This is an optimization exercise on Yosys and OpenROAD, whose aim is small area, not a production implementation. Function was checked by simulation only, so behaviour that the tests miss may differ from the original.

==> flow/design.v <==
`timescale 1ns/100ps
`timescale 1ns/100ps
`timescale 1ns/100ps
module reg_bit (
    input  logic clk,
    input  logic hold,
    input  logic load,
    input  logic d,
    output logic q
);
    always_ff @(posedge clk)
        q <= (q & hold) | (d & load);
endmodule
`timescale 1ns/100ps
`timescale 1ns/100ps
`timescale 1ns/100ps
module mt_arm_core (
    input  logic        clk,
    input  logic        rstb,
    input  logic        issue_valid,
    input  logic [1:0]  issue_tid,
    input  logic [31:0] issue_instr,
    output logic        wb_valid,
    output logic [1:0]  wb_tid,
    output logic [3:0]  wb_rd,
    output logic [31:0] wb_data
);
    localparam int THREADS = 4;
    localparam int REGS    = 16;
    localparam logic [3:0] OP_SUB = 4'b0010;
    localparam logic [3:0] OP_ADD = 4'b0100;
    localparam logic [3:0] OP_CMP = 4'b1010;
    localparam logic [3:0] OP_MOV = 4'b1101;
    logic [3:0]  i_opcode;
    logic        i_ok, i_sub, i_mov, i_rw, i_sf;
    assign i_opcode = issue_instr[24:21];
    assign i_ok  = (issue_instr[27:26] == 2'b00) &&
                   (issue_instr[25] || issue_instr[11:4] == 8'h00) &&
                   (i_opcode == OP_SUB || i_opcode == OP_ADD ||
                    i_opcode == OP_CMP || i_opcode == OP_MOV);
    assign i_sub = (i_opcode == OP_SUB) || (i_opcode == OP_CMP);   
    assign i_mov = (i_opcode == OP_MOV);                           
    assign i_rw  = (i_opcode != OP_CMP);                           
    assign i_sf  = issue_instr[20] || (i_opcode == OP_CMP);        
    logic        d_valid;
    logic [1:0]  d_tid;
    logic [3:0]  d_cond;
    logic        d_sub, d_mov, d_rw, d_sf, d_imm;
    logic [3:0]  d_rn, d_rd;
    logic [11:0] d_op2;
    always_ff @(posedge clk or negedge rstb) begin
        if (!rstb)
            d_valid <= 1'b0;
        else
            d_valid <= issue_valid && i_ok;
    end
    always_ff @(posedge clk) begin
        d_tid  <= issue_tid;
        d_cond <= issue_instr[31:28];
        d_sub  <= i_sub;
        d_mov  <= i_mov;
        d_rw   <= i_rw;
        d_sf   <= i_sf;
        d_imm  <= issue_instr[25];
        d_rn   <= issue_instr[19:16];
        d_rd   <= issue_instr[15:12];
        d_op2  <= issue_instr[11:0];
    end
    logic [2:0]  ncv [THREADS];      
    logic        z   [THREADS];      
    logic        fn, fz, fc, fv;
    logic        d_pass;
    logic [63:0] d_imm_dbl;
    logic [31:0] d_rm_data;
    logic [31:0] d_b;
    assign {fn, fc, fv} = ncv[d_tid];
    assign fz           = z[d_tid];
    always_comb begin
        case (d_cond)
            4'h0: d_pass = fz;                     
            4'h1: d_pass = !fz;                    
            4'h2: d_pass = fc;                     
            4'h3: d_pass = !fc;                    
            4'h4: d_pass = fn;                     
            4'h5: d_pass = !fn;                    
            4'h6: d_pass = fv;                     
            4'h7: d_pass = !fv;                    
            4'h8: d_pass = fc && !fz;              
            4'h9: d_pass = !fc || fz;              
            4'hA: d_pass = fn == fv;               
            4'hB: d_pass = fn != fv;               
            4'hC: d_pass = !fz && (fn == fv);      
            4'hD: d_pass = fz || (fn != fv);       
            4'hE: d_pass = 1'b1;                   
            default: d_pass = 1'b0;                
        endcase
    end
    assign d_imm_dbl = {2{24'b0, d_op2[7:0]}} >> {d_op2[11:8], 1'b0};
    assign d_b       = (d_imm ? d_imm_dbl[31:0] : d_rm_data) ^ {32{d_sub}};
    logic        x_we, x_fe;
    logic [1:0]  x_tid;
    logic        x_sub;
    logic [3:0]  x_rd;
    logic [31:0] x_opb;
    always_ff @(posedge clk or negedge rstb) begin
        if (!rstb) begin
            x_we <= 1'b0;
            x_fe <= 1'b0;
        end else begin
            x_we <= d_valid && d_pass && d_rw;
            x_fe <= d_valid && d_pass && d_sf;
        end
    end
    always_ff @(posedge clk) begin
        x_tid <= d_tid;
        x_sub <= d_sub;
        x_rd  <= d_rd;
        x_opb <= d_b;
    end
    logic [31:0] regs [THREADS][REGS];
    logic [3:0]  bank_idx [THREADS];
    logic [THREADS-1:0] x_sel;
    logic [31:0] bank_q [THREADS];
    logic [31:0] x_a;
    logic [REGS-1:0] wen [THREADS];
    logic [31:0] x_sum;
    always_ff @(posedge clk) begin
        for (int t = 0; t < THREADS; t++) begin
            x_sel[t]    <= d_valid && (d_tid == t[1:0]) && !d_mov;
            bank_idx[t] <= (d_valid && d_tid == t[1:0]) ? d_rn : issue_instr[3:0];
        end
    end
    always_comb begin
        for (int t = 0; t < THREADS; t++) begin
            bank_q[t] = '0;
            for (int r = 0; r < REGS; r++)
                if (bank_idx[t] == r[3:0])
                    bank_q[t] = bank_q[t] | regs[t][r];
        end
        d_rm_data = '0;
        x_a       = '0;      
        for (int t = 0; t < THREADS; t++) begin
            if (d_tid == t[1:0])
                d_rm_data = d_rm_data | bank_q[t];
            if (x_sel[t])
                x_a = x_a | bank_q[t];
        end
    end
    always_comb begin
        for (int t = 0; t < THREADS; t++)
            for (int r = 0; r < REGS; r++)
                wen[t][r] = x_we && (x_tid == t[1:0]) && (x_rd == r[3:0]);
    end
    for (genvar t = 0; t < THREADS; t++) begin : g_bank
        for (genvar r = 0; r < REGS; r++) begin : g_reg
            for (genvar b = 0; b < 32; b++) begin : g_bit
                reg_bit i_bit (
                    .clk  (clk),
                    .hold (rstb && !wen[t][r]),
                    .load (rstb && wen[t][r]),
                    .d    (x_sum[b]),
                    .q    (regs[t][r][b])
                );
            end
        end
    end
    logic [32:0] x_sum33;
    logic        x_n, x_c, x_v;
    assign x_sum33 = {1'b0, x_a} + {1'b0, x_opb} + {32'b0, x_sub};
    assign x_sum   = x_sum33[31:0];
    assign x_n     = x_sum33[31];
    assign x_c     = x_sum33[32];
    assign x_v     = (x_a[31] == x_opb[31]) && (x_sum33[31] != x_a[31]);
    always_ff @(posedge clk or negedge rstb) begin
        if (!rstb) begin
            for (int t = 0; t < THREADS; t++) begin
                ncv[t] <= '0;
                z[t]   <= 1'b0;
            end
        end else if (x_fe) begin
            ncv[x_tid] <= {x_n, x_c, x_v};
            z[x_tid]   <= (x_sum == '0);
        end
    end
    always_ff @(posedge clk or negedge rstb) begin
        if (!rstb)
            wb_valid <= 1'b0;
        else
            wb_valid <= x_we;
    end
    always_ff @(posedge clk) begin
        wb_tid  <= x_tid;
        wb_rd   <= x_rd;
        wb_data <= x_sum;
    end
endmodule
==> flow/flow/run.sh <==
#!/bin/bash
set -euo pipefail
export CTS_ARGS="-sink_clustering_enable -repair_clock_nets -sink_clustering_size 16 -sink_clustering_max_diameter 60 -buf_list sky130_fd_sc_hd__clkbuf_8 -dont_use_dummy_load"
export BUFFER_PORTS_ARGS="-buffer_cell sky130_fd_sc_hd__buf_1"
bash standard.sh > standard_flow.log 2>&1
==> flow/standard.sh <==
#!/bin/bash
# synth_recipe.tcl (not shown) runs the flow's synth.tcl, then flattens the netlist and writes it again
# the make line also repeats each setting of config.mk as NAME=value (left out here)
make -C /OpenROAD-flow-scripts/flow DESIGN_CONFIG=/design/flow/config.mk WORK_HOME=/design/flow/orfs CLKGATE_MAP_FILE= SYNTH_SCRIPT=/design/flow/synth_recipe.tcl "${@:-finish}"
==> flow/config.mk <==
export PLATFORM = sky130hd
export DESIGN_NAME = mt_arm_core
export DESIGN_NICKNAME = mt_arm_core
export VERILOG_FILES = /design/flow/design.v
export SDC_FILE = /design/flow/constraint.sdc
export NUM_CORES = 4
export LEC_CHECK = 0
export CAP_MARGIN = 20
export CELL_PAD_IN_SITES_DETAIL_PLACEMENT = 0
export CELL_PAD_IN_SITES_GLOBAL_PLACEMENT = 1
export CORE_MARGIN = 2
export CORE_UTILIZATION = 78
export CTS_BUF_LIST = sky130_fd_sc_hd__clkbuf_8
export CTS_CLUSTER_DIAMETER = 60
export CTS_CLUSTER_SIZE = 16
export PLACE_DENSITY = 0.86
export SLEW_MARGIN = 20
export SYNTH_HIERARCHICAL = 1
export SYNTH_MINIMUM_KEEP_SIZE = 0
==> flow/constraint.sdc <==
create_clock -name core_clock -period 6.0 [get_ports {clk}]
set_input_delay 1.2000 -clock core_clock [delete_from_list [all_inputs] [get_ports {clk}]]
set_output_delay 1.2000 -clock core_clock [all_outputs]
set_load 0.01 [all_outputs]
==> summary.txt <==
## per-module statistics from Yosys, one instance, submodules excluded
module       cell area (um2)  cells inside  flops+latches
reg_bit                 28.8             2              1
mt_arm_core            20500          2726            148
## cells by family after synthesis
logic type,synth area share
compound gates,0.356
flops,0.554
simple gates,0.0462
buf+inv,0.0144
mux,0.0164
xor+xnor,0.00727
fa+ha+maj,0.00538
==> results by group <==
Synth
  – Yosys top cell area share: 0.548
  – Top_reg_cell synth: dfxtp_1
  – Cell with the most instances after synthesis: a22o_1
  – Number of flops mapped to enable cells by yosys: 0
  – Syn_nets: 6892
  – Synth cell count leaders: 2253 x a22o_1, 2176 x dfxtp_1, 593 x a22oi_1
  – Ys Warns: 19
  – Post-synthesis sequential area ratio: 0.554
  – Synth Register Bits: 2196
  – Synth top area cells: dfxtp_1 55%, a22o_1 25%, a22oi_1 5.6%
  – Mapped Cells: around 6800
  – Ys async rst share: 0.00911
  – Mapped cell area: a little under 80000 um2
  – Post-Syn Area per Cell: around 12 um2
  – Synth unique cells: 68
  – Yosys top cell by area: dfxtp_1

Die
  – Die height: 323 um
  – DIE WIDTH: 323 um
  – Initial cell density of the core: 0.783
  – Rows: 117

Status
  – Status: stopped before the end
  – Failed at: global placement without I/O
  – Tool error: [ERROR GPL-0301] Utilization 110.537 % exceeds 100%.
